From an optimization exercise on the open Yosys and OpenROAD flow, aimed at small area, a short achievable clock period and few clock cycles; shortcuts taken in it are not production practice.
The RTL was checked by simulation tests, not by an equivalence proof against the original design.

// decaying_counter
module decaying_counter #(
	parameter int TIME_WIDTH = 48,
	parameter int FRAC_BITS  = 16
) (
	input  logic                           clk,
	input  logic                           arst_n,
	input  logic                           cfg_valid,
	output logic                           cfg_ready,
	input  logic [dcnt_pkg::CFG_IDX_W-1:0] cfg_index,
	input  logic [dcnt_pkg::VAL_W-1:0]     cfg_data,
	input  logic                           req_valid,
	output logic                           req_stall,
	input  logic [dcnt_pkg::CMD_W-1:0]     req_cmd,
	input  logic [dcnt_pkg::VAL_W-1:0]     req_amount,
	input  logic [dcnt_pkg::VAL_W-1:0]     req_now_ms,
	output logic                           rsp_valid,
	input  logic                           rsp_stall,
	output logic                           rsp_status,
	output logic [dcnt_pkg::VAL_W-1:0]     rsp_result_value
);
Size in the first run: roughly 510 flip-flops, about 210 I/O pins, roughly 0.046 sq mm of cells after synthesis.
Settings: LEC_CHECK=0, CAP_MARGIN=20, CORE_MARGIN=2, CORE_UTILIZATION=40, SETUP_SLACK_MARGIN=4, SLEW_MARGIN=20; clock period 10.0 ns.
run.sh (not shown) runs the stock make flow with config.mk's settings and CLKGATE_MAP_FILE= SYNTH_SCRIPT=/design/flow/synth_recipe.tcl, a recipe that flattens the netlist after the stock synthesis.
Testbench counts at the start, summed over its fixed seeds: cycles 7,641.
Edit:
--- a/flow/design.v
+++ b/flow/design.v
@@ -258,31 +258,31 @@
 		db = ~{ms_q[49], ms_q};
 		dc = ~{rate_x[49], rate_x};
 		xd = da ^ db ^ dc;
 		yd = (da & db) | (da & dc) | (db & dc);
 	end
 	assign zd  = xd + {yd[49:0], 1'b1};
 	assign dz1 = zd[50];
 	dcnt_alu #(.W(49)) u_bx (
-		.a  (slow_q ? {16'd0, bnd_q[31:0], sh_q[47]} : {1'b0, bnd_q}),
-		.b  ((bk_q || slow_q) ? ~{17'd0, per} : {17'd0, per}),
-		.ci (bk_q || slow_q),
+		.a  ({1'b0, bnd_q}),
+		.b  (bk_q ? ~{17'd0, per} : {17'd0, per}),
+		.ci (bk_q),
 		.s  (bx)
 	);
 	dcnt_alu #(.W(49)) u_dl (.a({1'b0, now_q}), .b(~{1'b0, bnd_q}), .ci(1'b1), .s(dl));
 	dcnt_alu #(.W(50)) u_d0 (.a({{2{raw_q[47]}}, raw_q}), .b(~ms_q), .ci(1'b1), .s(d0));
 	assign dval = d0[49] ? 48'd0 : ((|d0[48:47]) ? VAL_MAX : d0[47:0]);
 	assign ad    = {raw_q[47], raw_q} + ({amt_q[47], amt_q} ^ {49{cmd_q == CMD_DEC}})
 	               + {48'd0, cmd_q == CMD_DEC};
 	assign v_inc = (ad[48] != ad[47]) ? (ad[48] ? VAL_MIN : VAL_MAX) : ad[47:0];
 	assign v_dec = ad[48] ? 48'd0 : (ad[47] ? VAL_MAX : ad[47:0]);
 	assign vz    = (v_dec == 48'd0);
-	assign dsub = bx[32:0];
-	assign qb   = !bx[48];
+	dcnt_alu #(.W(33)) u_dsub (.a({bnd_q[31:0], sh_q[47]}), .b(~{1'b0, per}), .ci(1'b1), .s(dsub));
+	assign qb = !dsub[32];
 	dcnt_cmp #(.W(32)) u_lt8 (.a({bnd_q[23:0], sh_q[47:40]}), .b(per), .ge(lt8));
 	assign skip8 = (sc_q >= 6'd8) && (bnd_q[31:24] == 8'd0) && !lt8;
 	always_comb begin
 		if (slow_q) begin
 			wa = {ms_q, 1'b0};
 			wb = qb_q ? {rate_x[49], rate_x} : 51'd0;
 		end else begin
 			wa = {ms_q[49], ms_q};
- wire length came out higher by 0.59%
- worst setup slack is better by 0.26 ns
- clock-buffer cell count came out higher by 4
- global-route usage came out lower by 0.64 points
- cell count came out higher by 1.9%
Testbench counts after the change, summed over its fixed seeds: cycles 7,641.

--- another note on this design; it stands on its own ---

## the baseline
Design decaying_counter, start of the top module:
module decaying_counter #(
	parameter int TIME_WIDTH = 48,
	parameter int FRAC_BITS  = 16
) (
	input  logic                           clk,
	input  logic                           arst_n,
	input  logic                           cfg_valid,
	output logic                           cfg_ready,
	input  logic [dcnt_pkg::CFG_IDX_W-1:0] cfg_index,
	input  logic [dcnt_pkg::VAL_W-1:0]     cfg_data,
	input  logic                           req_valid,
	output logic                           req_stall,
	input  logic [dcnt_pkg::CMD_W-1:0]     req_cmd,
	input  logic [dcnt_pkg::VAL_W-1:0]     req_amount,
	input  logic [dcnt_pkg::VAL_W-1:0]     req_now_ms,
	output logic                           rsp_valid,
	input  logic                           rsp_stall,
	output logic                           rsp_status,
	output logic [dcnt_pkg::VAL_W-1:0]     rsp_result_value
);
	logic        cfg_wr, ubad, pbusy;
	logic [47:0] rate;
	logic [31:0] per;
	dcnt_cfg u_cfg (
		.clk       (clk),
		.arst_n    (arst_n),
		.cfg_valid (cfg_valid),
		.cfg_ready (cfg_ready),
		.cfg_index (cfg_index),
		.cfg_data  (cfg_data),
		.cfg_wr    (cfg_wr),
		.rate      (rate),
		.ubad      (ubad),
		.pbusy     (pbusy),
		.per       (per)
	);
	dcnt_core u_core (
		.clk              (clk),
		.arst_n           (arst_n),
		.req_valid        (req_valid),
		.req_cmd          (req_cmd),
		.req_amount       (req_amount),
		.req_now_ms       (req_now_ms),
		.req_stall        (req_stall),
		.cfg_wr           (cfg_wr),
		.rate             (rate),
		.ubad             (ubad),
		.pbusy            (pbusy),
		.per              (per),
		.rsp_valid        (rsp_valid),
		.rsp_stall        (rsp_stall),
		.rsp_status       (rsp_status),
		.rsp_result_value (rsp_result_value)
	);
endmodule
Size: about 5,000 cells after synthesis, about 510 flip-flops, about 210 I/O pins.
clock: 10.0 ns
lec_check: 0
cap_margin: 20
core_margin: 2
core_utilization: 40
setup_slack_margin: 4.3
slew_margin: 20
run.sh (not shown) runs the stock make flow with config.mk's settings and CLKGATE_MAP_FILE= SYNTH_SCRIPT=/design/flow/synth_recipe.tcl, a recipe that flattens the netlist after the stock synthesis.
Testbench counts of the baseline, summed over its fixed seeds: cycles 7,609.
Input changes introduced in the candidate (baseline for comparison: the baseline):
- setting CTS_CLUSTER_SIZE to 30 for the first time
- changing SETUP_SLACK_MARGIN from 4.3 to 4
- setting CTS_CLUSTER_DIAMETER to 100 for the first time
Results
The candidate: post-layout worst setup margin is 0.052 ns lower than what the baseline reported. HPWL after detailed placement: the baseline vs the candidate, no meaningful difference. The baseline → the candidate: wire length now smaller, area of placed instances comparable.

---

decaying_counter, a different RTL version from the one above (not shown whole).
Size: roughly 48,000 um2 of cells after synthesis.
clock: 10.0 ns
lec_check: 0
cap_margin: 20
core_margin: 2
core_utilization: 40
setup_slack_margin: 4.3
slew_margin: 20
Testbench counts at the start, summed over its fixed seeds: cycles 7,641.
Change:
- CORE_UTILIZATION: 40 -> 50
- PLACE_DENSITY: unset -> 0.65
- SETUP_SLACK_MARGIN: 4.3 -> 4
Sequential share of layout area went up by 0.52 points.
Routed wire length went down by 4.5%.
Final cell count went down by 4.3%.
Final area went down by 2.2%.
Clock skew stays flat.
Clock-buffer cell count went up by 3.
Worst setup slack loses 0.040 ns.
Die area went down by 20%.

-- static timing again, ports no longer ideal --
How much do the figures lean on ideal ports? The routed layouts below were timed once more, with nothing changed but the port constraints.
Step 1 (the two cells are an assumption about what drives the block):
set clk [get_ports {clk}]
set_driving_cell -lib_cell sky130_fd_sc_hd__clkbuf_16 $clk
set_driving_cell -lib_cell sky130_fd_sc_hd__buf_2 [delete_from_list [all_inputs] $clk]
Step 2 adds t to the input delays and takes it off the output delays; t is the mean of the earliest and latest rising clock arrival at the registers after step 1. Input paths then give back, and output paths get back, about the clock's delay inside the block.
Three values: ideal, step 1, step 2; two values: the first two.
run | t (ns) | setup slack, ns | worst hold slack (ns) | latest minus earliest clock arrival (ns) | worst register clock-pin slew, ns
the first run of note 1 | 0.721 | 3.788 / 3.711 / 3.471 | 0.473 / 0.473 / 0.473 | 0.043 / 0.044 | 0.06 / 0.06
the second run of note 1 | 0.722 | 4.045 / 3.967 / 4.054 | 0.493 / 0.493 / 0.493 | 0.027 / 0.027 | 0.06 / 0.06
the baseline | 0.712 | 4.129 / 4.055 / 3.909 | 0.486 / 0.486 / 0.486 | 0.035 / 0.036 | 0.07 / 0.07
the candidate | 0.716 | 4.077 / 4.001 / 3.649 | 0.468 / 0.468 / 0.468 | 0.054 / 0.054 | 0.12 / 0.12
the first run of note 3 | 0.745 | 4.018 / 4.018 / 3.324 | 0.494 / 0.494 / 0.494 | 0.032 / 0.032 | 0.06 / 0.06
the second run of note 3 | 0.722 | 3.979 / 3.903 / 3.833 | 0.492 / 0.492 / 0.492 | 0.033 / 0.033 | 0.07 / 0.07
After both steps setup and hold are still met in every run listed. The setup slack of the first run of note 3, which loses most, moves by 0.000 ns with the drivers and by -0.694 ns with both steps.
